This is an optimization exercise on Yosys and OpenROAD, whose aim is small area, not a production implementation.
In this exercise RTL edits were held to simulation tests only and were not proved equivalent to the original.
Power and IR drop assume default switching activity.

File: design.v
package core_pkg;
  typedef logic [31:0] xlen_t;
  typedef logic [4:0] reg_addr_t;
  typedef logic [3:0] uop_t;
  typedef logic [2:0] unit_sel_t;
  typedef logic [6:0] opcode_t;
  typedef logic [2:0] funct3_t;
  localparam opcode_t OPC_OP      = 7'b0110011;
  localparam opcode_t OPC_OP_IMM  = 7'b0010011;
  localparam opcode_t OPC_LUI     = 7'b0110111;
  localparam opcode_t OPC_AUIPC   = 7'b0010111;
  localparam opcode_t OPC_JAL     = 7'b1101111;
  localparam opcode_t OPC_JALR    = 7'b1100111;
  localparam opcode_t OPC_BRANCH  = 7'b1100011;
  localparam opcode_t OPC_LOAD    = 7'b0000011;
  localparam opcode_t OPC_STORE   = 7'b0100011;
  localparam opcode_t OPC_CUSTOM0 = 7'b0001011;
  localparam unit_sel_t UNIT_NONE = 3'b000;
  localparam unit_sel_t UNIT_INT  = 3'b001;
  localparam unit_sel_t UNIT_LSU  = 3'b010;
  localparam unit_sel_t UNIT_VEC  = 3'b100;
  typedef enum logic [1:0] {
    FETCH_RESET,
    FETCH_RUN,
    FETCH_HALTED
  } fetch_state_t;
endpackage
module fetch_unit #(
  parameter core_pkg::xlen_t RESET_PC = 32'hFFFF_FF00
) (
  input  logic            clock_in,
  input  logic            arst_n,
  input  logic            halt_in,
  input  core_pkg::xlen_t ins_data,
  output core_pkg::xlen_t ins_mem_addr,
  output logic            if_valid,
  output core_pkg::xlen_t if_instr,
  output core_pkg::xlen_t pc_issue
);
  logic        run;
  logic        fetch_en;
  logic [29:0] pc;
  logic [29:0] pc_next;
  logic [30:0] carry;
  logic [29:1] low_set;
  logic [29:0] pc_back;
  assign fetch_en = run & ~halt_in;
  always_ff @(posedge clock_in or negedge arst_n) begin
    if (!arst_n) begin
      run      <= 1'b0;
      if_valid <= 1'b0;
      pc       <= RESET_PC[31:2];
    end else begin
      run      <= ~halt_in;
      if_valid <= fetch_en;
      pc       <= pc_next;
    end
  end
  always_ff @(posedge clock_in) begin
    if_instr <= ins_data;
  end
  assign ins_mem_addr = {pc, RESET_PC[1:0]};
  localparam int BLK = 5;
  localparam int NBLK = 6;
  logic [NBLK:0] blk_carry;
  assign blk_carry[0] = fetch_en;
  for (genvar j = 0; j < NBLK; j++) begin : g_inc_blk
    assign blk_carry[j+1] = blk_carry[j] & (&pc[BLK*j +: BLK]);
    assign carry[BLK*j] = blk_carry[j];
    for (genvar k = 0; k < BLK; k++) begin : g_bit
      assign pc_next[BLK*j+k] = pc[BLK*j+k] ^ carry[BLK*j+k];
      if (k < BLK - 1) begin : g_c
        assign carry[BLK*j+k+1] = carry[BLK*j+k] & pc[BLK*j+k];
      end
    end
  end
  assign carry[30] = blk_carry[NBLK];
  logic [NBLK:0] blk_set;
  logic [29:0]   pc_dec;
  assign blk_set[0] = 1'b0;
  for (genvar j = 0; j < NBLK; j++) begin : g_dec_blk
    assign blk_set[j+1] = blk_set[j] | (|pc[BLK*j +: BLK]);
  end
  for (genvar i = 1; i < 30; i++) begin : g_dec
    if (i % BLK == 0) begin : g_start
      assign low_set[i] = blk_set[i/BLK];
    end else begin : g_mid
      assign low_set[i] = blk_set[i/BLK] | (|pc[i-1:BLK*(i/BLK)]);
    end
    assign pc_dec[i] = ~(pc[i] ^ low_set[i]);
  end
  assign pc_dec[0] = ~pc[0];
  always_ff @(posedge clock_in) begin
    pc_back <= pc_dec;
  end
  assign pc_issue  = {pc_back, RESET_PC[1:0]};
endmodule
module gpr_file (
  input  logic                clock_in,
  input  logic                arst_n,
  input  core_pkg::reg_addr_t rs1_addr_d,
  input  logic                rs1_en_d,
  input  core_pkg::reg_addr_t rs2_addr_d,
  input  logic                rs2_en_d,
  input  logic                wb_enable,
  input  core_pkg::reg_addr_t wb_addr,
  input  core_pkg::xlen_t     wb_data,
  input  logic                ext1_sel,
  input  core_pkg::xlen_t     ext1_data,
  input  logic                ext2_sel,
  input  core_pkg::xlen_t     ext2_data,
  output core_pkg::xlen_t     rs1_data,
  output core_pkg::xlen_t     rs2_data
);
  core_pkg::xlen_t regs [1:31];
  logic [31:1]     written;
  logic [31:1]     we;
  logic [31:1]     sel1;
  logic [31:1]     sel2;
  logic [7:0]      rs1_hi;
  logic [3:0]      rs1_lo;
  logic [7:0]      rs2_hi;
  logic [3:0]      rs2_lo;
  always_ff @(posedge clock_in) begin
    for (int k = 0; k < 8; k++) begin
      rs1_hi[k] <= rs1_en_d && (rs1_addr_d[4:2] == k[2:0]);
      rs2_hi[k] <= rs2_en_d && (rs2_addr_d[4:2] == k[2:0]);
    end
    for (int k = 0; k < 4; k++) begin
      rs1_lo[k] <= (rs1_addr_d[1:0] == k[1:0]);
      rs2_lo[k] <= (rs2_addr_d[1:0] == k[1:0]);
    end
  end
  always_comb begin
    for (int r = 1; r < 32; r++) begin
      we[r]   = wb_enable && (wb_addr == r[4:0]);
      sel1[r] = rs1_hi[r/4] && rs1_lo[r%4] && written[r];
      sel2[r] = rs2_hi[r/4] && rs2_lo[r%4] && written[r];
    end
  end
  always_ff @(posedge clock_in or negedge arst_n) begin
    if (!arst_n) begin
      written <= '0;
    end else begin
      written <= written | we;
    end
  end
  always_ff @(posedge clock_in) begin
    for (int r = 1; r < 32; r++) begin
      if (we[r]) begin
        regs[r] <= wb_data;
      end
    end
  end
  for (genvar b = 0; b < 32; b++) begin : g_bit
    logic [31:1] col;
    for (genvar r = 1; r < 32; r++) begin : g_col
      assign col[r] = regs[r][b];
    end
    logic [2:0] part1;
    logic [2:0] part2;
    gpr_read_bit u_rd1 (.data(col), .sel(sel1), .xdata(ext1_data[b]), .xsel(ext1_sel), .part(part1));
    gpr_read_bit u_rd2 (.data(col), .sel(sel2), .xdata(ext2_data[b]), .xsel(ext2_sel), .part(part2));
    assign rs1_data[b] = |part1;
    assign rs2_data[b] = |part2;
  end
endmodule
module gpr_read_bit (
  input  logic [31:1] data,
  input  logic [31:1] sel,
  input  logic        xdata,
  input  logic        xsel,
  output logic [2:0]  part
);
  logic [10:0] grp_n;
  for (genvar g = 0; g < 10; g++) begin : g_grp
    gpr_aoi222 u_aoi (
      .a1 (sel[3*g+1]), .b1 (data[3*g+1]),
      .a2 (sel[3*g+2]), .b2 (data[3*g+2]),
      .a3 (sel[3*g+3]), .b3 (data[3*g+3]),
      .y  (grp_n[g])
    );
  end
  assign grp_n[10] = ~((sel[31] & data[31]) | (xsel & xdata));
  assign part[0] = ~(&grp_n[3:0]);
  assign part[1] = ~(&grp_n[7:4]);
  assign part[2] = ~(&grp_n[10:8]);
endmodule
module gpr_aoi222 (
  input  logic a1,
  input  logic b1,
  input  logic a2,
  input  logic b2,
  input  logic a3,
  input  logic b3,
  output logic y
);
  assign y = ~((a1 & b1) | (a2 & b2) | (a3 & b3));
endmodule
module decode_unit (
  input  logic                  clock_in,
  input  logic                  arst_n,
  input  logic                  if_valid,
  input  core_pkg::xlen_t       if_instr,
  input  core_pkg::xlen_t       pc_issue,
  output core_pkg::xlen_t       is_instr,
  output logic                  rs1_en_d,
  output logic                  rs2_en_d,
  output logic                  rs2_en,
  output logic                  issue_valid,
  output core_pkg::unit_sel_t   unit_sel,
  output core_pkg::uop_t        uop,
  output logic                  a_from_pc,
  output core_pkg::xlen_t       imm_value,
  output core_pkg::xlen_t       issue_pc,
  output core_pkg::reg_addr_t   rd_addr,
  output logic                  invalid_ins
);
  core_pkg::opcode_t   opcode;
  core_pkg::funct3_t   funct3;
  logic                alt_bit;
  core_pkg::xlen_t     imm_i;
  core_pkg::xlen_t     imm_s;
  core_pkg::xlen_t     imm_b;
  core_pkg::xlen_t     imm_u;
  core_pkg::xlen_t     imm_j;
  core_pkg::unit_sel_t unit_d;
  logic                invalid_d;
  logic                rd_none;
  always_ff @(posedge clock_in or negedge arst_n) begin
    if (!arst_n) begin
      issue_valid <= 1'b0;
    end else begin
      issue_valid <= if_valid;
    end
  end
  assign rs1_en_d = (if_instr[6:0] != core_pkg::OPC_LUI) && (if_instr[6:0] != core_pkg::OPC_AUIPC) &&
                    (if_instr[6:0] != core_pkg::OPC_JAL);
  assign rs2_en_d = (if_instr[6:0] == core_pkg::OPC_OP) || (if_instr[6:0] == core_pkg::OPC_BRANCH) ||
                    (if_instr[6:0] == core_pkg::OPC_STORE);
  always_ff @(posedge clock_in) begin
    is_instr <= if_instr;
    rs2_en   <= rs2_en_d;
  end
  assign opcode  = is_instr[6:0];
  assign funct3  = is_instr[14:12];
  assign alt_bit = is_instr[30];
  assign imm_i = {{20{is_instr[31]}}, is_instr[31:20]};
  assign imm_s = {{20{is_instr[31]}}, is_instr[31:25], is_instr[11:7]};
  assign imm_b = {{19{is_instr[31]}}, is_instr[31], is_instr[7], is_instr[30:25],
                  is_instr[11:8], 1'b0};
  assign imm_u = {is_instr[31:12], 12'h000};
  assign imm_j = {{11{is_instr[31]}}, is_instr[31], is_instr[19:12], is_instr[20],
                  is_instr[30:21], 1'b0};
  always_comb begin
    unit_d    = core_pkg::UNIT_INT;
    uop       = {1'b0, funct3};
    imm_value = imm_i;
    invalid_d = 1'b0;
    a_from_pc = 1'b0;
    rd_none   = 1'b0;
    case (opcode)
      core_pkg::OPC_OP: begin
        uop       = {alt_bit, funct3};
        imm_value = '0;
      end
      core_pkg::OPC_OP_IMM: begin
        if (funct3 == 3'd5) begin
          uop = {alt_bit, funct3};
        end
      end
      core_pkg::OPC_LUI: begin
        uop       = 4'd0;
        imm_value = imm_u;
      end
      core_pkg::OPC_AUIPC: begin
        uop       = 4'd1;
        imm_value = imm_u;
        a_from_pc = 1'b1;
      end
      core_pkg::OPC_JAL: begin
        uop       = 4'd2;
        imm_value = imm_j;
        a_from_pc = 1'b1;
      end
      core_pkg::OPC_JALR: begin
        uop = 4'd3;
      end
      core_pkg::OPC_BRANCH: begin
        imm_value = imm_b;
        rd_none   = 1'b1;
      end
      core_pkg::OPC_LOAD: begin
        unit_d = core_pkg::UNIT_LSU;
      end
      core_pkg::OPC_STORE: begin
        unit_d    = core_pkg::UNIT_LSU;
        uop       = {1'b1, funct3};
        imm_value = imm_s;
        rd_none   = 1'b1;
      end
      core_pkg::OPC_CUSTOM0: begin
        unit_d = core_pkg::UNIT_VEC;
      end
      default: begin
        unit_d    = core_pkg::UNIT_NONE;
        uop       = 4'd0;
        imm_value = '0;
        invalid_d = 1'b1;
      end
    endcase
  end
  assign rd_addr     = rd_none ? 5'd0 : is_instr[11:7];
  assign issue_pc    = pc_issue;
  assign unit_sel    = issue_valid ? unit_d : core_pkg::UNIT_NONE;
  assign invalid_ins = issue_valid & invalid_d;
endmodule
module core_frontend_top #(
  parameter core_pkg::xlen_t RESET_PC = 32'hFFFF_FF00
) (
  input  logic                clock_in,
  input  logic                arst_n,
  input  logic                halt_in,
  input  core_pkg::xlen_t     ins_data,
  input  logic                wb_enable,
  input  core_pkg::reg_addr_t wb_addr,
  input  core_pkg::xlen_t     wb_data,
  output core_pkg::xlen_t     ins_mem_addr,
  output logic                issue_valid,
  output core_pkg::unit_sel_t unit_sel,
  output core_pkg::uop_t      uop,
  output core_pkg::xlen_t     operand_a,
  output core_pkg::xlen_t     operand_b,
  output core_pkg::xlen_t     imm_value,
  output core_pkg::xlen_t     issue_pc,
  output core_pkg::reg_addr_t rd_addr,
  output logic                invalid_ins
);
  logic            if_valid;
  core_pkg::xlen_t if_instr;
  core_pkg::xlen_t is_instr;
  core_pkg::xlen_t pc_issue;
  logic            rs1_en_d;
  logic            rs2_en_d;
  logic            rs2_en;
  logic            a_from_pc;
  fetch_unit #(
    .RESET_PC (RESET_PC)
  ) u_fetch (
    .clock_in     (clock_in),
    .arst_n       (arst_n),
    .halt_in      (halt_in),
    .ins_data     (ins_data),
    .ins_mem_addr (ins_mem_addr),
    .if_valid     (if_valid),
    .if_instr     (if_instr),
    .pc_issue     (pc_issue)
  );
  gpr_file u_gpr (
    .clock_in  (clock_in),
    .arst_n    (arst_n),
    .rs1_addr_d  (if_instr[19:15]),
    .rs1_en_d    (rs1_en_d),
    .rs2_addr_d  (if_instr[24:20]),
    .rs2_en_d    (rs2_en_d),
    .wb_enable (wb_enable),
    .wb_addr   (wb_addr),
    .wb_data   (wb_data),
    .ext1_sel  (a_from_pc),
    .ext1_data (pc_issue),
    .ext2_sel  (~rs2_en),
    .ext2_data (imm_value),
    .rs1_data  (operand_a),
    .rs2_data  (operand_b)
  );
  decode_unit u_decode (
    .clock_in    (clock_in),
    .arst_n      (arst_n),
    .if_valid    (if_valid),
    .if_instr    (if_instr),
    .pc_issue    (pc_issue),
    .is_instr    (is_instr),
    .rs1_en_d    (rs1_en_d),
    .rs2_en_d    (rs2_en_d),
    .rs2_en      (rs2_en),
    .issue_valid (issue_valid),
    .unit_sel    (unit_sel),
    .uop         (uop),
    .a_from_pc   (a_from_pc),
    .imm_value   (imm_value),
    .issue_pc    (issue_pc),
    .rd_addr     (rd_addr),
    .invalid_ins (invalid_ins)
  );
endmodule
File: flow/run.sh
#!/bin/bash
# Standard layout, with plain buf_1 cells as the port buffers (the standard flow picks a delay
# cell); every step's output goes to standard_flow.log and ORFS's own logs.
set -o pipefail
export BUFFER_PORTS_ARGS="-buffer_cell sky130_fd_sc_hd__buf_1"
bash standard.sh > standard_flow.log 2>&1
File: standard.sh
#!/bin/bash
# synth_recipe.tcl (not shown) runs the flow's synth.tcl, then flattens the netlist and writes it again
# the make line also repeats each setting of config.mk as NAME=value (left out here)
make -C /OpenROAD-flow-scripts/flow DESIGN_CONFIG=/design/flow/config.mk WORK_HOME=/design/flow/orfs CLKGATE_MAP_FILE= SYNTH_SCRIPT=/design/flow/synth_recipe.tcl "${@:-finish}"
File: config.mk
export PLATFORM = sky130hd
export DESIGN_NAME = core_frontend_top
export DESIGN_NICKNAME = core_frontend_top
export VERILOG_FILES = /design/flow/design.v
export SDC_FILE = /design/flow/constraint.sdc
export NUM_CORES = 4
export LEC_CHECK = 0
export CAP_MARGIN = 20
export CORE_MARGIN = 2
export CORE_UTILIZATION = 45
export CTS_BUF_LIST = sky130_fd_sc_hd__clkbuf_8
export CTS_CLUSTER_DIAMETER = 60
export CTS_CLUSTER_SIZE = 15
export PLACE_DENSITY = 0.55
export SETUP_SLACK_MARGIN = 0.15
export SLEW_MARGIN = 20
export SYNTH_HIERARCHICAL = 1
export SYNTH_MINIMUM_KEEP_SIZE = 0
File: constraint.sdc
create_clock -name core_clock -period 5.0 [get_ports {clock_in}]
set_input_delay 1.0000 -clock core_clock [delete_from_list [all_inputs] [get_ports {clock_in}]]
set_output_delay 1.0000 -clock core_clock [all_outputs]
set_load 0.01 [all_outputs]
==> results of run 1 <==
## worst register-to-register path, cell delays in order, from the launching register on
cell	delay, ps
dfrtp_1	420
ha_1	180
nand4_2	120
or4_4	540
nor4_2	470
and3_1	230
ha_1	150
ha_1	140
ha_1	150
ha_1	160
xor2_1	160
## layout make-up
cell class	count	area, µm²
Fill cell	8235	48900
Sequential cell	1175	33800
Multi-Input combinational cell	1343	11400
Timing Repair Buffer	371	2260
Tap cell	1298	1620
Clock buffer	102	1400
Clock inverter	57	517
Inverter	25	93.8
Antenna cell	9	22.5
## per-stage QoR
| step | hold WS, ps | setup WS, ps | total power [mW] | instance area (µm²) | util, % |
|---|---|---|---|---|---|
| floorplan | 310 | 1410 | 11.9 | 45400 | - |
| global placement | 314 | 1110 | 12.6 | 49000 | 49.0 |
| detailed placement | 312 | 1090 | 12.6 | 49100 | 49.1 |
| CTS | 237 | 201 | 18.1 | 51000 | 51.0 |
| global route | 251 | 234 | 18.5 | 51100 | 51.1 |
| finish | 297 | 296 | 18.1 | 51100 | 51.1 |
## metal layers
metal	wire (µm)	track usage, %	vias to the layer above
li1	-	-	13004
met1	66700	46.7	17188
met5	103	0	-
met3	33200	16.1	609
met2	81300	52.3	3430
met4	9800	15.6	16
## layout by cell type (no fill, tap or decap), drive strengths merged, types with 33 or more instances in the layout
master and instances:
buf 356, a22oi 64, ha 33, dfxtp 119
nand4 133, nor2 63, inv 54, nand3 69
and3 75, edfxtp 992, clkbuf 117, a222oi 640
or3 65, dfrtp 40
## state kept, by name, summed over array words and instances, names as in the netlist, 4 cells and up
signal / flops
u_fetch.pc: 30
u_fetch.if_instr: 32
u_gpr.rs2_hi: 8
u_decode.is_instr: 32
u_gpr.rs1_hi: 8
u_gpr.rs2_lo: 4
u_fetch.pc_back: 30
u_gpr.regs: 992
u_gpr.rs1_lo: 4
u_gpr.written: 31
## repair_timing
action,in CTS,in global routing
endpoints found under the setup margin,0,10
setup buffers,0,0
resized for setup,0,2
## power breakdown
part	internal [mW]	total, mW	switching [mW]	leakage (nW)
sequential	10.9	11.3	0.437	10.6
combinational	0.339	1.09	0.755	5.27
clock	2.33	5.62	3.29	1.05
total	13.6	18.1	4.48	17.0
## final timing paths
kind	start	end	cells after the start
worst max-delay path	u_gpr.rs1_hi[4]	operand_a[24]	6
worst min-delay path	ins_data[22]	u_fetch.if_instr[22]	1
worst max register to register	u_fetch.pc[0]	u_fetch.pc[29]	10
worst min register to register	u_fetch.if_instr[29]	u_decode.is_instr[29]	0
max in group asynchronous	arst_n	u_gpr.written[4]	2
min in group asynchronous	arst_n	u_fetch.pc[28]	1
==> flow_metrics.tcl, run 1 <==
set metrics [dict create \
    outcome "no timing/DRC/antenna violations" \
    path_class "reg -> out" \
    vias 34247 \
    routabilityCongestion 0.933 \
    cp_slowest_cell "and3_1" \
    grt_max_degree 46 \
    remaining_drc_errors 0 \
    cts_max_level 3 \
    placedCellCount 4209 \
    maxCapViolCount 0 \
    row_count 116 \
    cts.path.max_buffers 3 \
    path_buf_inv 2 \
    vias_per_cell 7.82 \
    core-area_um2 100000 \
    p_leak_nw 17.0 \
    min_period_ps 4700 \
    die_y_um 322 \
    setup_viol 0 \
    p_per_area_nw_per_um2 353 \
    syn_area_um2 45400 \
    setup_tns_ps 0 \
    reg2reg_slack_ps 2220 \
    wl_um 191000 \
    ant_nets 0 \
    hold_violations 0 \
    final_layout_size_suffix_gt1_share_pct 12.8 \
    crit_arrival_ps 3700 \
    track_usage_pct 36.1 \
    grt_pass1_wl_um 258000 \
    drtIter0Drc 9578 \
    synth_cells 2599 \
    rsz0062_at_grt "no" \
    slew_viol_final 0 \
    cts_sinks 1175 \
    path_cells "and3_1, buf_4, a222oi_1, nand4_1, or3_1, buf_1" \
    syn_to_final_growth_pct 12.6 \
    cts.clk_slew.worst_paths_ps 90 \
    worstSetupStartpointType "flip-flop" \
    tritoncts "built" \
    cpPeakStageDelay_ps 570 \
    crit_family "simple AND/OR/NAND/NOR gates" \
    max_freq_ghz 0.213 \
    cts_buffers 97 \
    io_pins 247 \
    yosys_warnings 10 \
    syn_area_per_cell_um2 17.5 \
    antenna_found_initial 20 \
    hpwl_um 121000 \
    cts_root_buffer "clkbuf_8" \
    critical_path_required_ps 4000 \
    first_pass_iters 14 \
    overflow 0 \
    num-nets-final 3119 \
    hold_path.class "in -> reg" \
    io_buffers 242 \
    die_x_um 322 \
    grt_pass1_vias 33007 \
    maxSlewHeadroom_pct 9.84 \
    skew_ps 15.9 \
    endpoint_kind "output pin" \
    clock_latency_ps 780 \
    worst_slew_pin_slew_ps 1350 \
    cp_max_fo 17 \
    routedWlPerCell_um 43.6 \
    final_cell_count_no_fill 4380 \
    postCtsHoldBufs 0 \
    period_share_pct 94.1 \
    dieArea_um2 103000 \
    initial_core_util_pct 45.4 \
    ir_drop_mv 0.269 \
]
==> inputs of run 2 (changes only) <==
==> flow/run.sh (replaced) <==
#!/bin/bash
# Standard layout, with plain buf_1 cells as the port buffers (the standard flow picks a delay
# cell) and a clock tree built without dummy loads; every step's output goes to
# standard_flow.log and ORFS's own logs.
set -o pipefail
export BUFFER_PORTS_ARGS="-buffer_cell sky130_fd_sc_hd__buf_1"
export CTS_ARGS="-sink_clustering_enable -repair_clock_nets -sink_clustering_size 15 -sink_clustering_max_diameter 60 -buf_list sky130_fd_sc_hd__clkbuf_8 -dont_use_dummy_load"
bash standard.sh > standard_flow.log 2>&1
--- a/config.mk
+++ b/config.mk
@@ -7,12 +7,12 @@
 export LEC_CHECK = 0
 export CAP_MARGIN = 20
 export CORE_MARGIN = 2
-export CORE_UTILIZATION = 45
+export CORE_UTILIZATION = 55
 export CTS_BUF_LIST = sky130_fd_sc_hd__clkbuf_8
 export CTS_CLUSTER_DIAMETER = 60
 export CTS_CLUSTER_SIZE = 15
-export PLACE_DENSITY = 0.55
-export SETUP_SLACK_MARGIN = 0.15
+export PLACE_DENSITY = 0.65
+export SETUP_SLACK_MARGIN = 0.05
 export SLEW_MARGIN = 20
 export SYNTH_HIERARCHICAL = 1
 export SYNTH_MINIMUM_KEEP_SIZE = 0
==> run 2 against run 1 <==
  * Core utilization up 10 points
  * Largest cell class unchanged
  * Critical endpoint is now operand_b[7]
  * Via count up 1.2%
  * Worst hold slack gained 25 ps
  * Global-route usage up 5.5 points
  * First-iteration DRC count increased by 15%
  * Non-clock buffer count is 19 lower
  * Critical path depth up 2
  * Design area decreased by 2.1%
  * Sequential cell count is the same
  * Sequential power is essentially flat
==> flow_metrics.tcl, run 2 <==
set metrics [dict create \
    p_leak_nw 16.5 \
    initial_core_util_pct 55.5 \
    cts_root_buffer "clkbuf_8" \
    layout_common_cells "992 x edfxtp_1, 640 x a222oi_1, 218 x buf_1, 131 x nand4_1, 119 x dfxtp_1" \
    critical_path_required_ps 4000 \
    routedWlPerCell_um 44.4 \
    skew_ps 24.7 \
    ctsResizeCount 0 \
    maxSlewHeadroom_pct 14.7 \
    place_area_um2 48700 \
    period_share_pct 95.1 \
    ir_drop_mv 0.264 \
    outcome "no timing/DRC/antenna violations" \
    largest_register_ffs 992 \
    clock_latency_ps 770 \
    setup_viol 0 \
    syn_area_per_cell_um2 17.5 \
    num-nets-final 3099 \
    die_x_um 291 \
    synth_cells 2599 \
    syn_to_final_growth_pct 10.2 \
    top_regs "u_gpr.regs: 992 flops, u_decode.is_instr: 32 flops, u_fetch.if_instr: 32 flops" \
    overflow 0 \
    worst_slew_pin_slew_ps 1280 \
    rsz0062_at_grt "no" \
    crit_arrival_ps 3760 \
    hold_path.class "in -> reg" \
    grt_max_degree 65 \
    vias_per_cell 8.51 \
    yosys_warnings 10 \
    dieArea_um2 84800 \
    cts.path.max_buffers 3 \
    path_buf_inv 1 \
    hpwl_um 111000 \
    io_buffers 242 \
    grt_pass1_wl_um 246000 \
    cp_max_fo 13 \
    p_per_area_nw_per_um2 342 \
    max_freq_ghz 0.210 \
    design_area_um2 50000 \
    cts_sinks 1175 \
    maxCapViolCount 0 \
    final_common_cell "edfxtp_1" \
    endpoint_kind "output pin" \
    min_period_ps 4760 \
    slew_viol_final 0 \
    tritoncts "built" \
    routabilityCongestion 1.02 \
    remaining_drc_errors 0 \
    grt_pass1_vias 33183 \
    cts_buffers 96 \
    postCtsHoldBufs 0 \
    cp_slowest_cell "dfxtp_1" \
    ant_nets 0 \
    path_cells "nor2_1, o21ai_0, nand2_1, and3_1, a22oi_1, nand3_1, or3_1, buf_1" \
    crit_family "simple AND/OR/NAND/NOR gates" \
    die_y_um 291 \
    track_usage_pct 41.5 \
    wl_um 181000 \
    top_register "u_gpr.regs" \
    syn_area_um2 45400 \
    cts.clk_slew.worst_paths_ps 90 \
    setup_tns_ps 0 \
    cts_max_level 3 \
    first_pass_iters 12 \
    antenna_found_initial 12 \
    core-area_um2 81800 \
    cpPeakStageDelay_ps 560 \
    hold_violations 0 \
    path_class "reg -> out" \
    reg2reg_slack_ps 2270 \
    worstSetupStartpointType "flip-flop" \
    vias 34658 \
    row_count 105 \
    final_layout_size_suffix_gt1_share_pct 11.2 \
    drtIter0Drc 11039 \
    post-cts-setup-buffer-count 0 \
    io_pins 247 \
]
-- run 2: metrics by stage --
stage	hold WS [ps]	std cells	setup WS, ps	total power, mW	utilization, %
6_report	322	4072	244	17.1	61.1
5_1_grt	303	4063	74.0	17.5	61.1
4_1_cts	301	4061	288	17.0	61.1
3_5_place_dp	313	3965	1100	12.5	59.4
3_3_place_gp	311	3960	1140	12.5	59.3
2_1_floorplan	310	2602	1410	11.9	-
-- run 2: path summary, 6_finish.rpt --
| check | start | endpoint | cells after the start |
|---|---|---|---|
| setup / recovery | u_decode.is_instr[2] | operand_b[7] | 8 |
| hold / removal | ins_data[16] | u_fetch.if_instr[16] | 1 |
| setup reg to reg | u_fetch.pc[0] | u_fetch.pc_back[26] | 9 |
| hold reg to reg | u_fetch.if_instr[11] | u_decode.is_instr[11] | 0 |
| max in group asynchronous | arst_n | u_gpr.written[10] | 2 |
| min in group asynchronous | arst_n | u_fetch.pc[5] | 2 |
-- run 2: cell type report --
cell class                      instances  area [µm²]
Fill cell                            6043       31800
Timing Repair Buffer                  352        2040
Sequential cell                      1175       33800
Antenna cell                           11        27.5
Multi-Input combinational cell       1343       11400
Tap cell                             1070        1340
Inverter                               25        93.8
Clock buffer                           96        1320
-- run 2: layer usage --
layer  vias to the layer above  wire (µm)  track usage, %
met5                         -        230            1.47
met1                     16964      58600            54.5
met2                      4052      74600            57.5
met4                        14      10300            19.6
li1                      12907          -               -
met3                       721      37300            20.6
-- run 2: worst reg2reg max path, cell delays in order (launching register included) --
cell and delay (ps):
dfrtp_1 430, inv_1 150, ha_1 200, nor3b_1 240, ha_1 250, nor4b_4 420
nand4_2 290, nor4_1 320, ha_1 210, xor2_1 160
-- run 2: where the power goes --
| part | internal [mW] | switching, mW |
|---|---|---|
| sequential | 10.9 | 0.365 |
| clock | 1.71 | 3.00 |
| combinational | 0.343 | 0.769 |
==> inputs of run 3 (changes only) <==
--- a/design.v
+++ b/design.v
@@ -98,10 +98,10 @@
 module gpr_file (
   input  logic                clock_in,
   input  logic                arst_n,
-  input  core_pkg::reg_addr_t rs1_addr_d,
-  input  logic                rs1_en_d,
-  input  core_pkg::reg_addr_t rs2_addr_d,
-  input  logic                rs2_en_d,
+  input  core_pkg::reg_addr_t rs1_addr,
+  input  logic                rs1_en,
+  input  core_pkg::reg_addr_t rs2_addr,
+  input  logic                rs2_en,
   input  logic                wb_enable,
   input  core_pkg::reg_addr_t wb_addr,
   input  core_pkg::xlen_t     wb_data,
@@ -117,25 +117,11 @@
   logic [31:1]     we;
   logic [31:1]     sel1;
   logic [31:1]     sel2;
-  logic [7:0]      rs1_hi;
-  logic [3:0]      rs1_lo;
-  logic [7:0]      rs2_hi;
-  logic [3:0]      rs2_lo;
-  always_ff @(posedge clock_in) begin
-    for (int k = 0; k < 8; k++) begin
-      rs1_hi[k] <= rs1_en_d && (rs1_addr_d[4:2] == k[2:0]);
-      rs2_hi[k] <= rs2_en_d && (rs2_addr_d[4:2] == k[2:0]);
-    end
-    for (int k = 0; k < 4; k++) begin
-      rs1_lo[k] <= (rs1_addr_d[1:0] == k[1:0]);
-      rs2_lo[k] <= (rs2_addr_d[1:0] == k[1:0]);
-    end
-  end
   always_comb begin
     for (int r = 1; r < 32; r++) begin
       we[r]   = wb_enable && (wb_addr == r[4:0]);
-      sel1[r] = rs1_hi[r/4] && rs1_lo[r%4] && written[r];
-      sel2[r] = rs2_hi[r/4] && rs2_lo[r%4] && written[r];
+      sel1[r] = rs1_en && written[r] && (rs1_addr == r[4:0]);
+      sel2[r] = rs2_en && written[r] && (rs2_addr == r[4:0]);
     end
   end
   always_ff @(posedge clock_in or negedge arst_n) begin
@@ -204,8 +190,7 @@
   input  core_pkg::xlen_t       if_instr,
   input  core_pkg::xlen_t       pc_issue,
   output core_pkg::xlen_t       is_instr,
-  output logic                  rs1_en_d,
-  output logic                  rs2_en_d,
+  output logic                  rs1_en,
   output logic                  rs2_en,
   output logic                  issue_valid,
   output core_pkg::unit_sel_t   unit_sel,
@@ -234,13 +219,12 @@
       issue_valid <= if_valid;
     end
   end
-  assign rs1_en_d = (if_instr[6:0] != core_pkg::OPC_LUI) && (if_instr[6:0] != core_pkg::OPC_AUIPC) &&
-                    (if_instr[6:0] != core_pkg::OPC_JAL);
-  assign rs2_en_d = (if_instr[6:0] == core_pkg::OPC_OP) || (if_instr[6:0] == core_pkg::OPC_BRANCH) ||
-                    (if_instr[6:0] == core_pkg::OPC_STORE);
   always_ff @(posedge clock_in) begin
     is_instr <= if_instr;
-    rs2_en   <= rs2_en_d;
+    rs1_en   <= (if_instr[6:0] != core_pkg::OPC_LUI) && (if_instr[6:0] != core_pkg::OPC_AUIPC) &&
+                (if_instr[6:0] != core_pkg::OPC_JAL);
+    rs2_en   <= (if_instr[6:0] == core_pkg::OPC_OP) || (if_instr[6:0] == core_pkg::OPC_BRANCH) ||
+                (if_instr[6:0] == core_pkg::OPC_STORE);
   end
   assign opcode  = is_instr[6:0];
   assign funct3  = is_instr[14:12];
@@ -340,8 +324,7 @@
   core_pkg::xlen_t if_instr;
   core_pkg::xlen_t is_instr;
   core_pkg::xlen_t pc_issue;
-  logic            rs1_en_d;
-  logic            rs2_en_d;
+  logic            rs1_en;
   logic            rs2_en;
   logic            a_from_pc;
   fetch_unit #(
@@ -359,10 +342,10 @@
   gpr_file u_gpr (
     .clock_in  (clock_in),
     .arst_n    (arst_n),
-    .rs1_addr_d  (if_instr[19:15]),
-    .rs1_en_d    (rs1_en_d),
-    .rs2_addr_d  (if_instr[24:20]),
-    .rs2_en_d    (rs2_en_d),
+    .rs1_addr  (is_instr[19:15]),
+    .rs1_en    (rs1_en),
+    .rs2_addr  (is_instr[24:20]),
+    .rs2_en    (rs2_en),
     .wb_enable (wb_enable),
     .wb_addr   (wb_addr),
     .wb_data   (wb_data),
@@ -380,8 +363,7 @@
     .if_instr    (if_instr),
     .pc_issue    (pc_issue),
     .is_instr    (is_instr),
-    .rs1_en_d    (rs1_en_d),
-    .rs2_en_d    (rs2_en_d),
+    .rs1_en      (rs1_en),
     .rs2_en      (rs2_en),
     .issue_valid (issue_valid),
     .unit_sel    (unit_sel),
--- a/config.mk
+++ b/config.mk
@@ -7,12 +7,12 @@
 export LEC_CHECK = 0
 export CAP_MARGIN = 20
 export CORE_MARGIN = 2
-export CORE_UTILIZATION = 55
+export CORE_UTILIZATION = 45
 export CTS_BUF_LIST = sky130_fd_sc_hd__clkbuf_8
 export CTS_CLUSTER_DIAMETER = 60
 export CTS_CLUSTER_SIZE = 15
-export PLACE_DENSITY = 0.65
-export SETUP_SLACK_MARGIN = 0.05
+export PLACE_DENSITY = 0.55
+export SETUP_SLACK_MARGIN = 0.15
 export SLEW_MARGIN = 20
 export SYNTH_HIERARCHICAL = 1
 export SYNTH_MINIMUM_KEEP_SIZE = 0
==> run 3 against run 2 <==
  * Still clean on timing, DRC and antenna
  * Maximum frequency fell by 3.0%
  * Sequential power is essentially flat
  * Via count fell by 2.6%
  * Worst hold slack got worse by 43 ps
  * Non-clock buffer count increased by 27
  * Design area grew 0.48%
  * Total power is 0.36% lower
  * Sequential share of layout area is 1.2 points lower
==> flow_metrics.tcl, run 3 <==
set metrics [dict create \
    final_layout_size_suffix_gt1_share_pct 12.8 \
    die_x_um 320 \
    track_usage_pct 36.0 \
    remaining_drc_errors 0 \
    setup_tns_ps 0 \
    p_leak_nw 16.4 \
    vias 33755 \
    min_period_ps 4900 \
    largest_register_ffs 992 \
    post-cts-setup-buffer-count 0 \
    cp_max_fo 20 \
    wl_um 189000 \
    row_count 115 \
    syn_to_final_growth_pct 11.8 \
    fin_ws_ps 95.5 \
    yosys_warnings 10 \
    routabilityCongestion 0.947 \
    critPathLaunch "u_decode.rs1_en" \
    hpwl_um 116000 \
    maxSlewHeadroom_pct 16.2 \
    vias_per_cell 7.88 \
    cts_max_level 3 \
    top_regs "u_gpr.regs: 992 flops, u_decode.is_instr: 32 flops, u_fetch.if_instr: 32 flops" \
    first_pass_iters 15 \
    reg2reg_slack_ps 2120 \
    period_share_pct 98.1 \
    placedCellCount 4176 \
    routedWlPerCell_um 44.2 \
    top_register "u_gpr.regs" \
    outcome "no timing/DRC/antenna violations" \
    syn_area_um2 45000 \
    postCtsHoldBufs 0 \
    pre_cts_ws_ps 726 \
    worst_slew_pin_slew_ps 1260 \
    rsz0062_at_grt "yes" \
    power_mw 17.0 \
    layout_common_cells "992 x edfxtp_1, 640 x a222oi_1, 238 x buf_1, 131 x nand4_1, 108 x buf_4" \
    setup_viol 0 \
    critical_path_required_ps 4000 \
    design_area_um2 50300 \
    dieArea_um2 102000 \
    grt_max_degree 35 \
    cts_root_buffer "clkbuf_8" \
    maxCapViolCount 0 \
    syn_area_per_cell_um2 17.5 \
    worstSetupStartpointType "flip-flop" \
    reg2reg_depth 10 \
    die_y_um 320 \
    r2r_start "u_fetch.pc[0]" \
    antenna_found_initial 17 \
    tritoncts "built" \
    io_pins 247 \
    path_class "reg -> out" \
    p_per_area_nw_per_um2 339 \
    drtIter0Drc 9865 \
    cpPeakStageDelay_ps 540 \
    skew_ps 38.5 \
    final_common_cell "edfxtp_1" \
    crit_arrival_ps 3900 \
    r2r-end "u_fetch.pc[29]" \
    cts.path.max_buffers 3 \
    clock_latency_ps 790 \
    hold_violations 0 \
    place_area_um2 48800 \
    overflow 0 \
    endpoint_kind "output pin" \
    cts.clk_slew.worst_paths_ps 90 \
    initial_core_util_pct 45.5 \
    synth_cells 2566 \
    num-nets-final 3096 \
    max_freq_ghz 0.204 \
    path_cells "and4bb_2, and3_2, buf_6, a222oi_1, nand4_1, or3_4, buf_1" \
    slew_viol_final 0 \
    hold_path.class "in -> async" \
    grt_pass1_wl_um 256000 \
    cts_buffers 99 \
    ir_drop_mv 0.298 \
    final_cell_count_no_fill 4282 \
    ant_nets 0 \
    grt_pass1_vias 32648 \
    io_buffers 242 \
    cp_slowest_cell "nand4_1" \
    cts_sinks 1152 \
    core-area_um2 98700 \
]
## run 3: cell types whose count changed in the layout (fill, tap and decap cells not counted), moves of 5 or more
cell	delta
nor2_1	-13
and4bb_2	+6
buf_12	+8
and3_2	+8
clkbuf_2	-9
buf_4	+23
and4b_1	+6
and3_4	+12
buf_2	-11
buf_1	+20
dfxtp_1	-28
nand2b_1	-5
and3_1	-20
dfxtp_2	+5
## run 3: per-stage QoR
step	hold slack, ps	util [%]
after detailed placement	313	49.4
after floorplan	310	-
after global routing	263	50.9
after global placement	312	49.4
after CTS	246	50.8
final	279	50.9
## run 3: metal layers
metal / share of wire, % / vias up / wire [µm] / GRT usage [%]
li1: - / 12894 / - / -
met1: 35 / 16939 / 66700 / 47.3
met2: 43 / 3336 / 82100 / 53.6
met3: 14 / 576 / 27400 / 10.1
met4: 6.8 / 10 / 12900 / 20.5
met5: 0.035 / - / 66 / 0
## run 3: final cells by class
| cell class | instances | area, µm² |
|---|---|---|
| fill | 8156 | 48400 |
| sequential | 1152 | 33300 |
| multi-input combinational | 1333 | 11500 |
| timing repair buffer | 379 | 2300 |
| tap | 1287 | 1610 |
| clock buffer | 99 | 1360 |
| inverter | 25 | 93.8 |
| antenna | 7 | 17.5 |
## run 3: where the power goes
group,internal [mW],total (mW),switching [mW]
registers,10.7,11.1,0.374
logic,0.347,1.15,0.805
clock network,1.76,4.79,3.03
total,12.8,17.0,4.21
## run 3: critical path, delay by kind of cell (launching register included)
| family | cells | cell delay, ps |
|---|---|---|
| simple gates | 4 | 1790 |
| compound gates | 1 | 420 |
| buf+inv | 2 | 410 |
| flops | 1 | 460 |
## run 3: worst max path at each step
| stage | endpoint |
|---|---|
| finish | operand_a[16] |
| global route | operand_a[16] |
| CTS | operand_b[14] |
| detailed placement | operand_b[14] |
| global placement | operand_b[14] |
| floorplan | u_gpr.regs[12][0] |
## run 3: what timing repair did
action                     CTS  global route
gates cloned                 0             0
setup endpoints to repair   63            36
gates resized for setup     10            22
pin swaps                    4             7
==> inputs of run 4 (changes only) <==
--- a/config.mk
+++ b/config.mk
@@ -7,11 +7,11 @@
 export LEC_CHECK = 0
 export CAP_MARGIN = 20
 export CORE_MARGIN = 2
-export CORE_UTILIZATION = 45
+export CORE_UTILIZATION = 55
 export CTS_BUF_LIST = sky130_fd_sc_hd__clkbuf_8
 export CTS_CLUSTER_DIAMETER = 60
 export CTS_CLUSTER_SIZE = 15
-export PLACE_DENSITY = 0.55
+export PLACE_DENSITY = 0.65
 export SETUP_SLACK_MARGIN = 0.15
 export SLEW_MARGIN = 20
 export SYNTH_HIERARCHICAL = 1
==> run 4 against run 3 <==
  * Still clean
  * Clock power down 4.8%
  * Global-route usage grew 3.2 points
  * Worst hold slack better by 21 ps
  * Via count is essentially flat
  * Count of clock-buffer cells in the layout decreased by 6
  * Synthesized cell count stayed put
==> flow_metrics.tcl, run 4 <==
set metrics [dict create \
    outcome "no timing/DRC/antenna violations" \
    first_pass_iters 15 \
    clock_latency_ps 740 \
    overflow 0 \
    crit_family "simple AND/OR/NAND/NOR gates" \
    largest_register_ffs 992 \
    remaining_drc_errors 0 \
    grt_pass1_vias 32074 \
    met1_usage_pct 52.0 \
    cp_max_fo 32 \
    cp_num_cells 6 \
    vias_per_cell 8.27 \
    path_buf_inv 1 \
    seq_area_um2 33300 \
    maxCapViolCount 0 \
    path_cells "and4bb_2, and3_2, a222oi_1, nand4_1, or3_1, buf_1" \
    postCtsHoldBufs 0 \
    nFillCells 5965 \
    cts_root_buffer "clkbuf_8" \
    worst_slew_pin_slew_ps 1320 \
    post-cts-setup-buffer-count 0 \
    routabilityCongestion 0.972 \
    final_cell_count_no_fill 4077 \
    synth_cells 2566 \
    top_register "u_gpr.regs" \
    skew_ps 35.8 \
    maxSlewHeadroom_pct 12.3 \
    max_freq_ghz 0.204 \
    reg2reg_slack_ps 2080 \
    ant_nets 0 \
    slew_viol_final 0 \
    crit_arrival_ps 3900 \
    io_buffers 242 \
    multi_input_area_um2 11400 \
    r2r-end "u_fetch.pc[29]" \
    syn_area_per_cell_um2 17.5 \
    cts.path.max_buffers 3 \
    final_common_cell "edfxtp_1" \
    syn_to_final_growth_pct 10.8 \
    syn_area_um2 45000 \
    r2r_start "u_fetch.pc[0]" \
    hold_violations 0 \
    reg2reg_depth 10 \
    power_mw 16.7 \
    grt_max_degree 35 \
    cpPeakStageDelay_ps 640 \
    cts_sinks 1152 \
    top_regs "u_gpr.regs: 992 flops, u_decode.is_instr: 32 flops, u_fetch.if_instr: 32 flops" \
    cts.clk_slew.worst_paths_ps 100 \
    cts_max_level 3 \
    track_usage_pct 39.2 \
    core-area_um2 80700 \
    design_area_um2 49800 \
    io_pins 247 \
    path_class "reg -> out" \
    wl_um 171000 \
    worstSetupStartpointType "flip-flop" \
    dieArea_um2 84000 \
    die_x_um 290 \
    final_layout_size_suffix_gt1_share_pct 12.4 \
    place_area_um2 48500 \
    rsz0062_at_grt "yes" \
    min_period_ps 4900 \
    antenna_found_initial 16 \
    met3_usage_pct 14.3 \
    die_y_um 290 \
    critPathLaunch "u_decode.is_instr[20]" \
    cts_buffers 93 \
    vias 33734 \
    endpoint_kind "output pin" \
    yosys_warnings 10 \
    p_leak_nw 16.5 \
    setup_viol 0 \
    hpwl_um 108000 \
    tritoncts "built" \
    row_count 104 \
    ir_drop_mv 0.212 \
    cp_slowest_cell "and3_2" \
    busiest_layer "met2" \
    globalRouteMet2Util_pct 57.7 \
    initial_core_util_pct 55.7 \
    hold_path.class "reg -> reg" \
    crit_end "operand_b[17]" \
    num-nets-final 3116 \
    period_share_pct 98.0 \
    placedCellCount 3975 \
    p_per_area_nw_per_um2 336 \
    critical_path_required_ps 4000 \
    drtIter0Drc 10153 \
    layout_common_cells "992 x edfxtp_1, 640 x a222oi_1, 240 x buf_1, 150 x buf_4, 131 x nand4_1" \
    routedWlPerCell_um 41.8 \
    grt_pass1_wl_um 234000 \
    setup_tns_ps 0 \
]
[run 4: metal layers]
metal,wire (µm),up-vias
met5,108,-
met4,9490,16
met3,31300,594
met2,73500,3628
met1,56200,16565
li1,-,12931
[run 4: area by class of cell]
cell class                 instances  share of cell area, %
sequential                      1152                   67.0
multi-input combinational       1333                   22.9
timing repair buffer             405                   4.61
tap                             1060                   2.66
clock buffer                      93                   2.57
inverter                          25                  0.188
antenna                            9                 0.0452
[run 4: per-stage QoR]
stage | setup slack, ps | util, % | hold slack, ps
after floorplan | 1430 | - | 310
after global placement | 769 | 60.1 | 311
after detailed placement | 766 | 60.1 | 312
after CTS | 151 | 61.7 | 303
after global routing | 104 | 61.7 | 298
final | 101 | 61.7 | 300
[run 4: repair_timing]
item,in CTS,in global routing
pin swaps,0,4
resized for setup,5,9
setup endpoints to repair,29,27
[run 4: worst min-delay path by stage]
stage                              start               endpoint  cells after the start
CTS                               arst_n          u_fetch.pc[1]                      1
finish              u_fetch.if_instr[12]  u_decode.is_instr[12]                      0
global placement    u_fetch.if_instr[13]  u_decode.is_instr[13]                      0
global route        u_fetch.if_instr[12]  u_decode.is_instr[12]                      0
floorplan           u_fetch.if_instr[10]  u_decode.is_instr[10]                      0
detailed placement  u_fetch.if_instr[11]  u_decode.is_instr[11]                      0
[run 4: power by group]
part	internal [mW]	total, mW	switching (mW)
registers	10.7	11.0	0.263
clock network	1.66	4.56	2.90
logic	0.343	1.17	0.825
total	12.7	16.7	3.99
==> inputs of run 5 (changes only) <==
==> flow/run.sh (replaced) <==
#!/bin/bash
# Standard layout, with plain buf_1 cells as the port buffers (the standard flow picks a delay
# cell); every step's output goes to standard_flow.log and ORFS's own logs.
set -o pipefail
export BUFFER_PORTS_ARGS="-buffer_cell sky130_fd_sc_hd__buf_1"
bash standard.sh > standard_flow.log 2>&1
--- a/config.mk
+++ b/config.mk
@@ -7,11 +7,11 @@
 export LEC_CHECK = 0
 export CAP_MARGIN = 20
 export CORE_MARGIN = 2
-export CORE_UTILIZATION = 55
+export CORE_UTILIZATION = 45
 export CTS_BUF_LIST = sky130_fd_sc_hd__clkbuf_8
 export CTS_CLUSTER_DIAMETER = 60
 export CTS_CLUSTER_SIZE = 15
-export PLACE_DENSITY = 0.65
+export PLACE_DENSITY = 0.55
 export SETUP_SLACK_MARGIN = 0.15
 export SLEW_MARGIN = 20
 export SYNTH_HIERARCHICAL = 1
==> run 5 against run 4 <==
  * Still clean
  * Clock power up 26%
  * Worst setup slack improved by 17 ps
  * Sequential cell count unchanged
  * Global-route usage fell by 3.2 points
  * Count of clock-buffer cells in the layout up 11
  * Combinational power about the same
  * Total power is 7.7% higher
  * Clock skew shrank 18 ps
  * Design area grew 2.4%
  * Synthesized area did not move
  * Register-to-register slack improved by 70 ps
  * Worst hold slack lost 44 ps
  * Critical endpoint is now operand_b[21]
  * Largest power group unchanged
==> flow_metrics.tcl, run 5 <==
set metrics [dict create \
    grt_max_degree 35 \
    p_clk_share_pct 31.9 \
    num-nets-final 3097 \
    r2r-end "u_fetch.pc[29]" \
    initial_core_util_pct 45.5 \
    syn_to_final_growth_pct 13.4 \
    worst_slew_pin_slew_ps 1150 \
    outcome "no timing/DRC/antenna violations" \
    track_usage_pct 36.0 \
    first_pass_iters 14 \
    endpoint_kind "output pin" \
    setup_viol 0 \
    wl_um 190000 \
    io_pins 247 \
    row_count 115 \
    cts_max_level 3 \
    routabilityCongestion 0.947 \
    top_regs "u_gpr.regs: 992 flops, u_decode.is_instr: 32 flops, u_fetch.if_instr: 32 flops" \
    cts.clk_slew.worst_paths_ps 100 \
    cts_root_buffer "clkbuf_8" \
    grt_pass1_wl_um 257000 \
    sw_frac_of_total_pct 25.2 \
    hold_path.class "in -> async" \
    dieArea_um2 102000 \
    max_freq_ghz 0.205 \
    io_buffers 242 \
    min_period_ps 4880 \
    period_share_pct 97.6 \
    pwr-share-seq_pct 61.6 \
    nFillCells 8121 \
    vias_per_cell 7.84 \
    top_register "u_gpr.regs" \
    tritoncts "built" \
    cts_buffers 99 \
    synth_cells 2566 \
    final_common_cell "edfxtp_1" \
    maxSlewHeadroom_pct 23.5 \
    vias 34113 \
    post-cts-setup-buffer-count 0 \
    largest_register_ffs 992 \
    remaining_drc_errors 0 \
    final_layout_size_suffix_gt1_share_pct 14.0 \
    reg2reg_depth 10 \
    crit_arrival_ps 3880 \
    core-area_um2 98700 \
    cp_max_fo 25 \
    syn_area_per_cell_um2 17.5 \
    postCtsHoldBufs 0 \
    skew_ps 17.6 \
    maxCapViolCount 0 \
    overflow 0 \
    reg2reg_slack_ps 2150 \
    p_int_mw 13.5 \
    grt_pass1_vias 32838 \
    switchingPower_mw 4.54 \
    rsz0062_at_grt "yes" \
    p_comb_share_pct 6.4 \
    p_leak_nw 16.8 \
    hpwl_um 116000 \
    die_x_um 320 \
    antenna_found_initial 18 \
    p_per_area_nw_per_um2 353 \
    yosys_warnings 10 \
    clock_latency_ps 810 \
    ir_drop_mv 0.301 \
    drtIter0Drc 9647 \
    setup_tns_ps 0 \
    cts.path.max_buffers 3 \
    ant_nets 0 \
    syn_area_um2 45000 \
    fin_util_pct 51.6 \
    hold_violations 0 \
    routedWlPerCell_um 43.6 \
    r2r_start "u_fetch.pc[0]" \
    worstSetupStartpointType "flip-flop" \
    cts_sinks 1152 \
    die_y_um 320 \
    critical_path_required_ps 4000 \
    layout_common_cells "992 x edfxtp_1, 640 x a222oi_1, 238 x buf_1, 131 x nand4_1, 108 x buf_4" \
    slew_viol_final 0 \
    path_class "reg -> out" \
]
-- run 5: final cells by class --
class                   count  area (µm²)  area share, %
inverters                  25        93.8          0.184
diodes                     10        25.0         0.0491
clock inverters            61         573           1.12
well taps                1287        1610           3.16
multi-input cells        1333       11600           22.7
flip-flops and latches   1152       33300           65.4
clock buffers             104        1430           2.81
repair buffers            380        2320           4.56
-- run 5: how the worst max path moves through the flow --
stage,slack [ps],cells past startpoint,from,to
2_1_floorplan,1430,4,wb_addr[1],u_gpr.regs[12][0]
3_3_place_gp,740,7,u_decode.is_instr[24],operand_b[14]
3_5_place_dp,730,6,u_decode.rs2_en,operand_b[14]
4_1_cts,110,7,u_decode.is_instr[24],operand_b[14]
5_1_grt,80,7,u_decode.is_instr[18],operand_a[21]
6_report,120,7,u_decode.is_instr[20],operand_b[21]
-- run 5: what timing repair did --
action                                  in CTS  in global routing
endpoints found under the setup margin      63                 35
pin swaps                                    4                  7
resized for setup                           15                 22
endpoints found under the hold margin        0                  0
-- run 5: power groups by stage --
| stage | logic (mW) | registers (mW) | clock network [mW] |
|---|---|---|---|
| 3_3_place_gp | 1.11 | 11.3 | 0 |
| 6_report | 1.16 | 11.1 | 5.75 |
| 2_1_floorplan | 0.609 | 11.1 | 0 |
| 5_1_grt | 1.22 | 11.1 | 6.12 |
| 3_5_place_dp | 1.13 | 11.3 | 0 |
| 4_1_cts | 1.14 | 11.1 | 5.78 |
-- run 5: per-stage QoR --
| stage | hold WS [ps] | power (mW) | cell area [µm²] | cells | setup slack [ps] |
|---|---|---|---|---|---|
| finish | 256 | 18.0 | 51000 | 4352 | 119 |
| global route | 238 | 18.4 | 50900 | 4344 | 81.9 |
| CTS | 235 | 18.0 | 50800 | 4341 | 114 |
| detailed placement | 313 | 12.4 | 48800 | 4176 | 726 |
| global placement | 312 | 12.4 | 48800 | 4176 | 742 |
| floorplan | 310 | 11.7 | 45000 | 2569 | 1430 |
-- run 5: metal layers --
metal / global-route usage [%] / routed length, µm / part of all wire (%) / vias to the layer above
met5: 0 / 86 / 0.045 / -
met4: 20.4 / 12600 / 6.6 / 12
met3: 10.4 / 27300 / 14 / 619
met2: 53.6 / 82500 / 43 / 3383
met1: 47.3 / 67200 / 35 / 17134
li1: - / - / - / 12965
-- run 5: worst max-delay path, cell delays in order, from the launching register on --
cell and delay (ps):
dfxtp_1 550, and4bb_2 340, and3_1 440, buf_4 390, a222oi_1 400, nand3_1 340
or3_1 450, buf_1 150
==> inputs of run 6 (changes only) <==
==> flow/run.sh (replaced) <==
#!/bin/bash
# Standard layout, with plain buf_1 cells as the port buffers (the standard flow picks a delay
# cell) and a clock tree built without dummy loads; every step's output goes to
# standard_flow.log and ORFS's own logs.
set -o pipefail
export BUFFER_PORTS_ARGS="-buffer_cell sky130_fd_sc_hd__buf_1"
export CTS_ARGS="-sink_clustering_enable -repair_clock_nets -sink_clustering_size 16 -sink_clustering_max_diameter 60 -buf_list sky130_fd_sc_hd__clkbuf_8 -dont_use_dummy_load"
bash standard.sh > standard_flow.log 2>&1
--- a/config.mk
+++ b/config.mk
@@ -5,14 +5,14 @@
 export SDC_FILE = /design/flow/constraint.sdc
 export NUM_CORES = 4
 export LEC_CHECK = 0
-export CAP_MARGIN = 20
+export CAP_MARGIN = 15
 export CORE_MARGIN = 2
 export CORE_UTILIZATION = 45
 export CTS_BUF_LIST = sky130_fd_sc_hd__clkbuf_8
 export CTS_CLUSTER_DIAMETER = 60
-export CTS_CLUSTER_SIZE = 15
+export CTS_CLUSTER_SIZE = 16
 export PLACE_DENSITY = 0.55
 export SETUP_SLACK_MARGIN = 0.15
-export SLEW_MARGIN = 20
+export SLEW_MARGIN = 15
 export SYNTH_HIERARCHICAL = 1
 export SYNTH_MINIMUM_KEEP_SIZE = 0
==> run 6 against run 5 <==
  * Still clean on timing, DRC and antenna
  * Worst hold slack improved by 29 ps
  * Synthesized area unchanged
  * Wire length decreased by 0.21%
  * Critical endpoint is now operand_a[2]
  * Highest routed layer unchanged
==> flow_metrics.tcl, run 6 <==
set metrics [dict create \
    outcome "no timing/DRC/antenna violations" \
    pre_cts_ws_ps 726 \
    grt_pass1_vias 32689 \
    cts.clk_slew.worst_paths_ps 100 \
    clock_latency_ps 780 \
    fin_ws_ps 91.4 \
    first_pass_iters 13 \
    worstSetupStartpointType "flip-flop" \
    max_freq_ghz 0.204 \
    yosys_warnings 10 \
    cts_sinks 1152 \
    tritoncts "built" \
    hpwl_um 116000 \
    setup_viol 0 \
    initial_core_util_pct 45.5 \
    die_y_um 320 \
    num-nets-final 3094 \
    overflow 0 \
    postCtsHoldBufs 0 \
    cp_max_fo 27 \
    cts.path.max_buffers 3 \
    maxSlewHeadroom_pct 14.9 \
    skew_ps 45.8 \
    setup_tns_ps 0 \
    wl_met2_um 82000 \
    vias 33808 \
    endpoint_kind "output pin" \
    highest_layer "met5" \
    die_x_um 320 \
    io_buffers 242 \
    drtIter0Drc 10112 \
    cts_buffers 97 \
    routedWlPerCell_um 44.3 \
    min_period_ps 4910 \
    place_area_um2 48800 \
    hold_violations 0 \
    final_common_cell "edfxtp_1" \
    io_pins 247 \
    rsz0062_at_grt "yes" \
    design_area_um2 50200 \
    ant_nets 0 \
    nFillCells 8180 \
    final_layout_size_suffix_gt1_share_pct 12.7 \
    worst_slew_pin_slew_ps 1280 \
    period_share_pct 98.2 \
    syn_area_um2 45000 \
    hold_path.class "in -> reg" \
    maxCapViolCount 0 \
    vias_per_cell 7.90 \
    dieArea_um2 102000 \
    synth_cells 2566 \
    cts_max_level 3 \
    crit_arrival_ps 3910 \
    power_mw 17.0 \
    p_per_area_nw_per_um2 338 \
    routabilityCongestion 0.947 \
    wl_um 189000 \
    antenna_found_initial 16 \
    remaining_drc_errors 0 \
    top_register "u_gpr.regs" \
    track_usage_pct 35.9 \
    hold_slack_ps 284 \
    core-area_um2 98700 \
    p_leak_nw 16.4 \
    syn_to_final_growth_pct 11.7 \
    layout_common_cells "992 x edfxtp_1, 640 x a222oi_1, 238 x buf_1, 131 x nand4_1, 108 x buf_4" \
    path_class "reg -> out" \
    slew_viol_final 0 \
    critical_path_required_ps 4000 \
    row_count 115 \
    ir_drop_mv 0.253 \
    cts_root_buffer "clkbuf_8" \
    wl_met3_um 27500 \
    m1WireLength_um 66500 \
    syn_area_per_cell_um2 17.5 \
    grt_pass1_wl_um 257000 \
    grt_max_degree 35 \
    largest_register_ffs 992 \
    top_regs "u_gpr.regs: 992 flops, u_decode.is_instr: 32 flops, u_fetch.if_instr: 32 flops" \
]
## run 6: cell types whose count changed in the layout (fill, tap and decap cells not counted), moves of 3 or more
cell        before  now
clkinv_8         3    0
clkbuf_8       104   97
clkinv_1         3    0
inv_4            3    0
bufinv_16        8    0
diode_2         10    5
inv_6            7    0
clkinvlp_4       6    0
and3_4          23   18
clkinv_2         7    0
clkinv_4         3    0
and3_2          25   28
inv_1           42   22
## run 6: worst max-delay path, stage by stage (launching register included)
cell and delay [ps]:
dfxtp_1 460, and4bb_2 360, and3_2 530, a222oi_1 400, nand4_1 590, or3_1 600, buf_1 150
## run 6: layout make-up
type | instances | area [µm²] | share of cell area, %
Antenna cell | 5 | 12.5 | 0.0249
Clock buffer | 97 | 1340 | 2.66
Inverter | 25 | 93.8 | 0.187
Multi-Input combinational cell | 1333 | 11500 | 23.0
Sequential cell | 1152 | 33300 | 66.4
Tap cell | 1287 | 1610 | 3.21
Timing Repair Buffer | 379 | 2300 | 4.57
## run 6: power by group
group | total [mW] | switching [mW] | internal, mW | leakage [nW]
clock network | 4.75 | 3.02 | 1.73 | 0.697
registers | 11.1 | 0.374 | 10.7 | 10.5
logic | 1.15 | 0.806 | 0.347 | 5.23
total | 17.0 | 4.20 | 12.8 | 16.4
## run 6: worst paths after layout
| check | endpoint | slack (ps) | start | cells past startpoint |
|---|---|---|---|---|
| max | operand_a[2] | 90 | u_decode.rs1_en | 6 |
| min | u_fetch.if_instr[18] | 280 | ins_data[18] | 1 |
| max reg2reg | u_fetch.pc[29] | 2120 | u_fetch.pc[0] | 10 |
| min reg2reg | u_decode.is_instr[1] | 290 | u_fetch.if_instr[1] | 0 |
| max in group asynchronous | u_gpr.written[21] | 3720 | arst_n | 2 |
| min in group asynchronous | u_fetch.pc[5] | 290 | arst_n | 1 |
## run 6: metal layers
metal  GRT usage [%]  up-vias
met5               0        -
met4            20.7       12
met3            10.5      625
met2            53.7     3269
met1            46.9    17015
li1                -    12887
## run 6: timing repair
item | CTS | global route
pin swaps | 2 | 5
setup buffers | 0 | 0
gates resized for setup | 10 | 18
setup endpoints to repair | 62 | 39
## run 6: per-stage QoR
stage	instances	utilization, %
2_1_floorplan	2569	-
3_3_place_gp	4176	49.4
3_5_place_dp	4176	49.4
4_1_cts	4273	50.8
5_1_grt	4274	50.9
6_report	4278	50.9
==> inputs of run 7 (changes only) <==
--- a/config.mk
+++ b/config.mk
@@ -7,11 +7,11 @@
 export LEC_CHECK = 0
 export CAP_MARGIN = 15
 export CORE_MARGIN = 2
-export CORE_UTILIZATION = 45
+export CORE_UTILIZATION = 55
 export CTS_BUF_LIST = sky130_fd_sc_hd__clkbuf_8
 export CTS_CLUSTER_DIAMETER = 60
 export CTS_CLUSTER_SIZE = 16
-export PLACE_DENSITY = 0.55
+export PLACE_DENSITY = 0.65
 export SETUP_SLACK_MARGIN = 0.15
 export SLEW_MARGIN = 15
 export SYNTH_HIERARCHICAL = 1
==> run 7 against run 6 <==
  * Sequential share of layout area grew 0.59 points
  * Worst setup slack lost 5.1 ps
  * Clock power shrank 4%
  * Cell count shrank 4.7%
  * First-iteration DRC count shrank 1.8%
  * Critical path depth grew 1
  * Global-route usage grew 3.2 points
  * Clock skew grew 2.2 ps
  * Synthesized cell count is the same
  * Sequential cell count is the same
  * Core utilization grew 11 points
  * Critical endpoint is now operand_a[11]
==> flow_metrics.tcl, run 7 <==
set metrics [dict create \
    cpPeakStageDelay_ps 810 \
    antenna_found_initial 15 \
    pwr-share-seq_pct 65.7 \
    maxSlewHeadroom_pct 9.95 \
    synth_cells 2566 \
    p_comb_share_pct 7.0 \
    dieArea_um2 84000 \
    grt_pass1_wl_um 234000 \
    top_regs "u_gpr.regs: 992 flops, u_decode.is_instr: 32 flops, u_fetch.if_instr: 32 flops" \
    vias_per_cell 8.30 \
    initial_core_util_pct 55.7 \
    setup_tns_ps 0 \
    first_pass_iters 14 \
    tritoncts "built" \
    met3_usage_pct 14.7 \
    syn_to_final_growth_pct 10.7 \
    grt_max_degree 35 \
    cts.path.max_buffers 3 \
    worst_slew_pin_slew_ps 1350 \
    postCtsHoldBufs 0 \
    max_freq_ghz 0.204 \
    rsz0062_at_grt "yes" \
    cts_max_level 3 \
    final_common_cell "edfxtp_1" \
    path_cells "nor2b_1, and3_1, buf_4, a222oi_1, nand4_1, or3_1, buf_1" \
    worstSetupStartpointType "flip-flop" \
    row_count 104 \
    vias 33805 \
    syn_area_per_cell_um2 17.5 \
    p_clk_share_pct 27.3 \
    sw_frac_of_total_pct 24.0 \
    hold_path.class "reg -> reg" \
    p_leak_nw 16.5 \
    clock_latency_ps 740 \
    drtIter0Drc 9935 \
    ant_nets 0 \
    fin_util_pct 61.7 \
    path_class "reg -> out" \
    cp_slowest_cell "and3_1" \
    io_pins 247 \
    core-area_um2 80700 \
    cts_sinks 1152 \
    met1_usage_pct 51.7 \
    hpwl_um 108000 \
    crit_arrival_ps 3910 \
    outcome "no timing/DRC/antenna violations" \
    layout_common_cells "992 x edfxtp_1, 640 x a222oi_1, 240 x buf_1, 150 x buf_4, 131 x nand4_1" \
    post-cts-setup-buffer-count 0 \
    top_register "u_gpr.regs" \
    min_period_ps 4910 \
    skew_ps 48.0 \
    p_per_area_nw_per_um2 336 \
    yosys_warnings 10 \
    final_layout_size_suffix_gt1_share_pct 12.4 \
    die_y_um 290 \
    routabilityCongestion 0.972 \
    track_usage_pct 39.2 \
    wl_um 171000 \
    cp_max_fo 22 \
    p_int_mw 12.7 \
    globalRouteMet2Util_pct 57.4 \
    hold_violations 0 \
    die_x_um 290 \
    period_share_pct 98.3 \
    overflow 0 \
    largest_register_ffs 992 \
    switchingPower_mw 4.01 \
    routedWlPerCell_um 42.0 \
    grt_pass1_vias 31923 \
    num-nets-final 3115 \
    remaining_drc_errors 0 \
    ir_drop_mv 0.224 \
    critical_path_required_ps 4000 \
    reg2reg_slack_ps 2140 \
    cts_buffers 92 \
    busiest_layer "met2" \
    setup_viol 0 \
    syn_area_um2 45000 \
    maxCapViolCount 0 \
    cts_root_buffer "clkbuf_8" \
    slew_viol_final 0 \
    endpoint_kind "output pin" \
    io_buffers 242 \
    cts.clk_slew.worst_paths_ps 100 \
]
==> run 7: path summary, 6_finish.rpt <==
| check | startpoint | to | cells after the start |
|---|---|---|---|
| worst min register to register | u_fetch.if_instr[21] | u_decode.is_instr[21] | 0 |
| min in group asynchronous | arst_n | u_fetch.pc[5] | 1 |
| worst max register to register | u_fetch.pc[1] | u_fetch.pc[29] | 10 |
| max in group asynchronous | arst_n | u_gpr.written[22] | 2 |
| worst max-delay path | u_decode.is_instr[17] | operand_a[11] | 7 |
| worst min-delay path | u_fetch.if_instr[21] | u_decode.is_instr[21] | 0 |
==> run 7: per-layer routing <==
layer  vias up  routed length, µm
met2      3665              73400
met5         -                 64
met4        10               9770
met1     16634              56900
li1      12921                  -
met3       575              31000
==> run 7: critical path, delay by kind of cell (launching register included) <==
family,cells,cell delay [ps]
compound gates,1,120
buf+inv,2,700
flops,1,400
simple gates,4,1960
==> run 7: area by class of cell <==
cell class	instances	area (µm²)
Timing Repair Buffer	405	2300
Inverter	25	93.8
Clock buffer	92	1270
Fill cell	5933	30900
Tap cell	1060	1330
Multi-Input combinational cell	1333	11400
Sequential cell	1152	33300
Antenna cell	8	20.0
==> run 7: repair_timing <==
action	4_1_cts	5_1_grt
pin swaps	1	3
endpoints found under the setup margin	38	24
resized for setup	14	11
endpoints found under the hold margin	0	0
==> run 7: power by group through the flow <==
stage	Clock [mW]	Sequential [mW]	Combinational, mW
after detailed placement	0	11.2	1.14
final	4.57	11.0	1.17
after global placement	0	11.2	1.11
after floorplan	0	11.1	0.609
after CTS	4.55	11.0	1.14
after global routing	4.88	11.0	1.23
==> run 7: stage by stage <==
| stage | hold WS [ps] | power, mW | area [µm²] | setup WS, ps | std cells |
|---|---|---|---|---|---|
| final | 319 | 16.7 | 49800 | 86.3 | 4075 |
| after global routing | 313 | 17.1 | 49800 | 128 | 4069 |
| after CTS | 291 | 16.7 | 49700 | 157 | 4067 |
| after detailed placement | 312 | 12.3 | 48500 | 748 | 3975 |
| after global placement | 311 | 12.3 | 48500 | 769 | 3975 |
| after floorplan | 310 | 11.7 | 45000 | 1430 | 2569 |

## re-timing with driven ports
Ports are ideal in the flow. The routed layouts listed here were re-timed in OpenROAD. Step 1 (the two cells are an assumption about what drives the block):
set clk [get_ports {clock_in}]
set_driving_cell -lib_cell sky130_fd_sc_hd__clkbuf_16 $clk
set_driving_cell -lib_cell sky130_fd_sc_hd__buf_2 [delete_from_list [all_inputs] $clk]
Step 2, shift: input delay + t, output delay - t, t = (earliest + latest rising clock arrival at the registers) / 2. This alone moves slack from input paths to output paths. Slacks: ideal / step 1 / step 2; pairs: ideal / step 1.
run	t (ns)	setup slack, ns	worst hold slack (ns)	worst setup path at the end
run 1	0.853	0.296 / 0.224 / 1.078	0.297 / 0.255 / 0.327	register to output
run 2	0.804	0.244 / 0.173 / 0.977	0.322 / 0.275 / 0.323	register to output
run 3	0.825	0.095 / 0.026 / 0.851	0.279 / 0.238 / 0.304	register to output
run 4	0.763	0.101 / 0.035 / 0.798	0.300 / 0.286 / 0.300	register to output
run 5	0.871	0.119 / 0.044 / 0.916	0.256 / 0.211 / 0.326	register to output
run 6	0.834	0.091 / 0.015 / 0.849	0.284 / 0.236 / 0.293	register to output
run 7	0.786	0.086 / 0.022 / 0.808	0.319 / 0.294 / 0.319	register to output
After both steps setup and hold are still met in every run listed.
